Context: an optimization exercise on an open-source flow, tuned for small area. The choices shown serve that exercise and are no tape-out recipe.
The RTL was checked by simulation tests, not by an equivalence proof against the original design.
Power and IR drop assume default switching activity. The flow treats the clock pin as an ideal source, which a real chip does not have.

// keyed_dirty_point_store_top
module keyed_dirty_point_store_top (
  input  logic        clk,
  input  logic        rst,
  input  logic        in_valid,
  output logic        in_stall,
  input  logic [2:0]  op,
  input  logic [31:0] key,
  input  logic [3:0]  byte_count,
  input  logic [63:0] value,
  output logic        out_valid,
  input  logic        out_stall,
  output logic [1:0]  status,
  output logic [63:0] read_value,
  output logic [3:0]  read_size,
  output logic [31:0] dirty_key,
  input  logic        cfg_valid,
  output logic        cfg_ready,
  input  logic [8:0]  buffer_bytes_in_use
);
  localparam int SW = 100;
  logic [16*SW-1:0] ring;
  logic [SW-1:0]    tl;
  logic [SW-1:0]    hd;
  logic [31:0]      t_key;
  logic [63:0]      t_val;
  logic [2:0]       t_sz;
  logic             t_dt;
  logic [3:0]  ph;
  logic        run;
  logic        fin;
  logic        f;
  logic [4:0]  pt_count;
  logic [7:0]  used;
  logic [7:0]  lim;
  logic [63:0] res;
  logic [2:0]  res_sz;
  logic        vsel;
  logic        dsel;
  logic [1:0]  st;
  logic op_def, op_set, op_get, op_clr1, op_clra, op_fd, op_lk;
  logic start, act, f_in, sv, at_end, eq, gt;
  logic def_room, def_ok, wr_def, hit, wr_set, get_ld, fd_hit, clr_dt, f_next;
  logic [8:0] need;
  assign cfg_ready = 1'b1;
  assign tl    = ring[16*SW-1 -: SW];
  assign t_key = tl[31:0];
  assign t_val = tl[95:32];
  assign t_sz  = tl[98:96];
  assign t_dt  = tl[99];
  assign op_def  = (op == 3'd0);
  assign op_set  = (op == 3'd1);
  assign op_get  = (op == 3'd2);
  assign op_clr1 = (op == 3'd3);
  ...
For scale: roughly 2,300 cells after synthesis, ~1,700 flip-flops, roughly 220 I/O pins, about 0.039 mm² of cells after synthesis.
clock: 10.0 ns
lec_check: 0
cap_margin: 20
core_margin: 2
core_utilization: 40
cts_cluster_diameter: 100
cts_cluster_size: 30
slew_margin: 20
standard.sh (not shown) runs the stock make flow with config.mk's settings and CLKGATE_MAP_FILE= SYNTH_SCRIPT=/design/flow/synth_recipe.tcl, a recipe that flattens the netlist after the stock synthesis.
==> flow/flow/run.sh <==
#!/bin/bash
# standard layout with the smallest buffer on the ports, logging to this folder
export BUFFER_PORTS_ARGS="-buffer_cell sky130_fd_sc_hd__buf_1"
bash standard.sh > standard.log 2>&1
Edit:
==> flow/run.sh (new file) <==
#!/bin/bash
# synth_recipe.tcl (not shown) runs the flow's synth.tcl, then flattens the netlist and writes it again
# the make line also repeats each setting of config.mk as NAME=value (left out here)
make -C /OpenROAD-flow-scripts/flow DESIGN_CONFIG=/design/flow/config.mk WORK_HOME=/design/flow/orfs CLKGATE_MAP_FILE= SYNTH_SCRIPT=/design/flow/synth_recipe.tcl finish
Settings changed: CTS_CLUSTER_DIAMETER 100 to default, CTS_CLUSTER_SIZE 30 to default.
removed: flow/flow/run.sh
removed: flow/standard.sh
Routed wire length goes up by 4.2%.
Count of clock-buffer cells in the layout increases by 132.
Area after synthesis stays the same.
Die area stays the same.

========
The RTL this note starts from:
==> flow/design.v <==
module kdps_cmp (
  input  logic [31:0] a,
  input  logic [31:0] b,
  output logic        eq,
  output logic        gt
);
  logic [31:0] e;
  always_comb begin
    e  = a ~^ b;
    eq = &e;
    gt = 1'b0;
    for (int i = 0; i < 32; i++) begin
      gt = e[i] ? gt : a[i];
    end
  end
endmodule
module kdps_lane #(
  parameter int W = 8
) (
  input  logic         s,
  input  logic         k,
  input  logic [W-1:0] v,
  input  logic [W-1:0] t,
  output logic [W-1:0] h
);
  assign h = ({W{s}} & v) | ({W{k}} & t);
endmodule
module kdps_pick_n #(
  parameter int W = 32
) (
  input  logic         s,
  input  logic [W-1:0] a,
  input  logic [W-1:0] b,
  output logic [W-1:0] y
);
  assign y = ~(s ? a : b);
endmodule
module kdps_out_lo (
  input  logic [31:0] rn,
  input  logic        vsel_n,
  input  logic        dsel,
  output logic [31:0] rv,
  output logic [31:0] dk
);
  assign rv = ~(rn | {32{vsel_n}});
  assign dk = ~(rn & {32{dsel}});
endmodule
module keyed_dirty_point_store_top (
  input  logic        clk,
  input  logic        rst,
  input  logic        in_valid,
  output logic        in_stall,
  input  logic [2:0]  op,
  input  logic [31:0] key,
  input  logic [3:0]  byte_count,
  input  logic [63:0] value,
  output logic        out_valid,
  input  logic        out_stall,
  output logic [1:0]  status,
  output logic [63:0] read_value,
  output logic [3:0]  read_size,
  output logic [31:0] dirty_key,
  input  logic        cfg_valid,
  output logic        cfg_ready,
  input  logic [8:0]  buffer_bytes_in_use
);
  localparam int SW = 100;
  logic [16*SW-1:0] ring;
  logic [SW-1:0]    tl;
  logic [SW-1:0]    hd;
  logic [31:0]      t_key;
  logic [63:0]      t_val;
  logic [2:0]       t_sz;
  logic [3:0]       t_size;
  logic             t_dt;
  logic [3:0]  ph;
  logic        run;
  logic        fin;
  logic        f;
  logic [4:0]  pt_count;
  logic [8:0]  rm;
  logic        sub;
  logic [63:32] res;
  logic [31:0] res_n;
  logic [31:0] res_n_d;
  logic [2:0]  res_sz;
  logic        vsel;
  logic        dsel;
  logic [1:0]  st;
  logic op_def, op_set, op_get, op_clr1, op_clra, op_fd, op_lk;
  logic start, act, f_in, sv, at_end, eq, gt;
  logic def_room, def_ok, wr_def, hit, wr_set, get_ld, fd_hit, clr_dt, f_next;
  logic [3:0] take;
  logic [8:0] rm_d;
  assign cfg_ready = 1'b1;
  assign tl    = ring[16*SW-1 -: SW];
  assign t_key = tl[31:0];
  assign t_val = tl[95:32];
  assign t_sz  = tl[98:96];
  assign t_size = {t_sz == 3'd0, t_sz};
  assign t_dt  = tl[99];
  assign op_def  = (op == 3'd0);
  assign op_set  = (op == 3'd1);
  assign op_get  = (op == 3'd2);
  assign op_clr1 = (op == 3'd3);
  assign op_clra = (op == 3'd4);
  assign op_fd   = (op == 3'd5);
  assign op_lk   = op_set | op_get | op_clr1 | op_fd;
  assign start = in_valid & ~out_valid & ~fin & ~run & (ph == 4'd0);
  assign act   = start | run;
  assign f_in  = run & f;
  assign sv    = ({1'b0, ph} < pt_count);
  kdps_cmp u_cmp (.a(key), .b(t_key), .eq(eq), .gt(gt));
  assign at_end   = act & op_def & ({1'b0, ph} == pt_count);
  assign take     = (act & sv) ? t_size : byte_count;
  assign rm_d     = rm - {5'd0, take};
  assign def_room = ~rm_d[8];
  assign def_ok   = at_end & ~f_in & (key != 32'hFFFF_FFFF)
                  & (byte_count != 4'd0) & (byte_count <= 4'd8) & def_room;
  assign wr_def   = def_ok;
  assign hit    = act & sv & eq & (op_set | op_get | op_clr1);
  assign wr_set = hit & op_set;
  assign get_ld = hit & op_get;
  assign fd_hit = act & op_fd & sv & t_dt & ~f_in;
  assign clr_dt = (hit & op_clr1) | (act & op_clra);
  always_comb begin
    f_next = f_in | hit | fd_hit;
    if (op_def) begin
      f_next = f_in | (act & sv & ~gt) | (at_end & ~def_ok)
             | (act & (ph == 4'd15) & pt_count[4]);
    end
  end
  logic [7:0] byte_wr;
  logic [7:0] byte_keep;
  always_comb begin
    for (int b = 0; b < 8; b++) begin
      byte_wr[b]   = wr_set & (4'(b) < t_size);
      byte_keep[b] = ~wr_def & ~byte_wr[b];
    end
  end
  kdps_lane #(.W(32)) u_lane_key (
    .s(wr_def), .k(~wr_def), .v(key), .t(t_key), .h(hd[31:0])
  );
  for (genvar b = 0; b < 8; b++) begin : g_lane
    kdps_lane #(.W(8)) u_lane (
      .s(byte_wr[b]), .k(byte_keep[b]), .v(value[8*b +: 8]),
      .t(t_val[8*b +: 8]), .h(hd[32+8*b +: 8])
    );
  end
  assign hd[98:96] = wr_def ? byte_count[2:0] : t_sz;
  assign hd[99]    = wr_set | (t_dt & ~wr_def & ~clr_dt);
  always_ff @(posedge clk) begin
    ring <= {ring[15*SW-1:0], hd};
  end
  always_ff @(posedge clk) begin
    if (rst) begin
      ph       <= 4'd0;
      run      <= 1'b0;
      fin      <= 1'b0;
      pt_count <= 5'd0;
      rm       <= 9'd128;
      sub      <= 1'b0;
      out_valid <= 1'b0;
    end else begin
      ph  <= ph + 4'd1;
      run <= act & (ph != 4'd15);
      fin <= act & (ph == 4'd15);
      if (cfg_valid) begin
        rm  <= {1'b0, buffer_bytes_in_use[8] | buffer_bytes_in_use[7],
                buffer_bytes_in_use[6:0] & {7{~buffer_bytes_in_use[8]}}};
        sub <= 1'b1;
      end else if ((act && sv && sub) || wr_def) begin
        rm <= rm_d;
      end
      if (fin) begin
        sub <= 1'b0;
      end
      if (fin && op_def && !f) begin
        pt_count <= pt_count + 5'd1;
      end
      if (fin) begin
        out_valid <= 1'b1;
      end else if (!out_stall) begin
        out_valid <= 1'b0;
      end
    end
  end
  always_ff @(posedge clk) begin
    if (act) begin
      f <= f_next;
    end
    if (get_ld) begin
      res    <= t_val[63:32];
      res_sz <= t_sz;
    end
    if (get_ld || fd_hit) begin
      res_n <= res_n_d;
    end
    if (fin) begin
      vsel <= op_get & f;
      dsel <= op_fd & f;
      st   <= {op_def & f, op_lk & ~f};
    end
  end
  assign in_stall   = ~fin;
  assign status     = st;
  kdps_pick_n #(.W(32)) u_pick (.s(get_ld), .a(t_val[31:0]), .b(t_key), .y(res_n_d));
  kdps_out_lo u_out_lo (
    .rn(res_n), .vsel_n(~vsel), .dsel(dsel), .rv(read_value[31:0]), .dk(dirty_key)
  );
  assign read_value[63:32] = vsel ? res : 32'd0;
  assign read_size  = vsel ? {res_sz == 3'd0, res_sz} : 4'd0;
endmodule
export LEC_CHECK = 0
export CAP_MARGIN = 20
export CORE_MARGIN = 2
export CORE_UTILIZATION = 65
export SLEW_MARGIN = 20
export SYNTH_HIERARCHICAL = 1
create_clock -name core_clock -period 10.0 [get_ports {clk}]
==> flow/flow/run.sh <==
#!/bin/bash
# standard layout with the smallest buffer on the ports and tuned clock tree; logs to this folder
export BUFFER_PORTS_ARGS="-buffer_cell sky130_fd_sc_hd__buf_1"
export CTS_ARGS="-sink_clustering_enable -sink_clustering_size 36 -sink_clustering_max_diameter 40 -buf_list sky130_fd_sc_hd__clkbuf_16 -repair_clock_nets -dont_use_dummy_load"
bash standard.sh > standard.log 2>&1
Then changed:
==> flow/flow/run.sh (replaced) <==
#!/bin/bash
# standard layout with the smallest buffer on the ports and tuned clock tree; logs to this folder
export BUFFER_PORTS_ARGS="-buffer_cell sky130_fd_sc_hd__buf_1"
export CTS_ARGS="-sink_clustering_enable -sink_clustering_size 33 -sink_clustering_max_diameter 300 -buf_list sky130_fd_sc_hd__clkbuf_16 -repair_clock_nets -dont_use_dummy_load"
bash standard.sh > standard.log 2>&1
The changed run completed without violations; synthesized area is unchanged; sequential share of layout area climbs by 3.8 points; via count drops by 3.5%; power drops by about 14%; count of clock-buffer cells in the layout drops by 80; worst setup slack loses 22 ps; global-route usage drops by 1.2 points.

-- port drivers added, routing unchanged --
How much do the figures lean on ideal ports? The routed layouts below were timed once more, with nothing changed but the port constraints.
Step 1 assumes that a clkbuf_16 drives the clock port and a buf_2 every other input.
Step 2 moves the port delays by t, midway between the first and last clock arrival at a register: inputs arrive t later, outputs are due t later. That takes back most of the time a late clock gives input paths.
Slacks: no drivers / after step 1 / after step 2; pairs: no drivers / after step 1.
| run | t (ns) | slack for setup (ns) | hold WS [ns] | worst setup path after step 2 |
|---|---|---|---|---|
| the first run of note 1 | 0.707 | 3.804 / 3.841 / 3.134 | 0.321 / 0.321 / 0.321 | input to register |
| the second run of note 1 | 0.791 | 3.678 / 3.725 / 2.933 | 0.305 / 0.305 / 0.305 | input to register |
| the first run of note 2 | 0.723 | 4.377 / 4.409 / 3.686 | 0.276 / 0.276 / 0.276 | input to register |
| the second run of note 2 | 0.684 | 4.354 / 4.385 / 3.701 | 0.272 / 0.272 / 0.272 | input to register |
After both steps setup and hold are still met in every run listed. The setup slack of the second run of note 1, which loses most, moves by +0.047 ns with the drivers and by -0.745 ns with both steps.
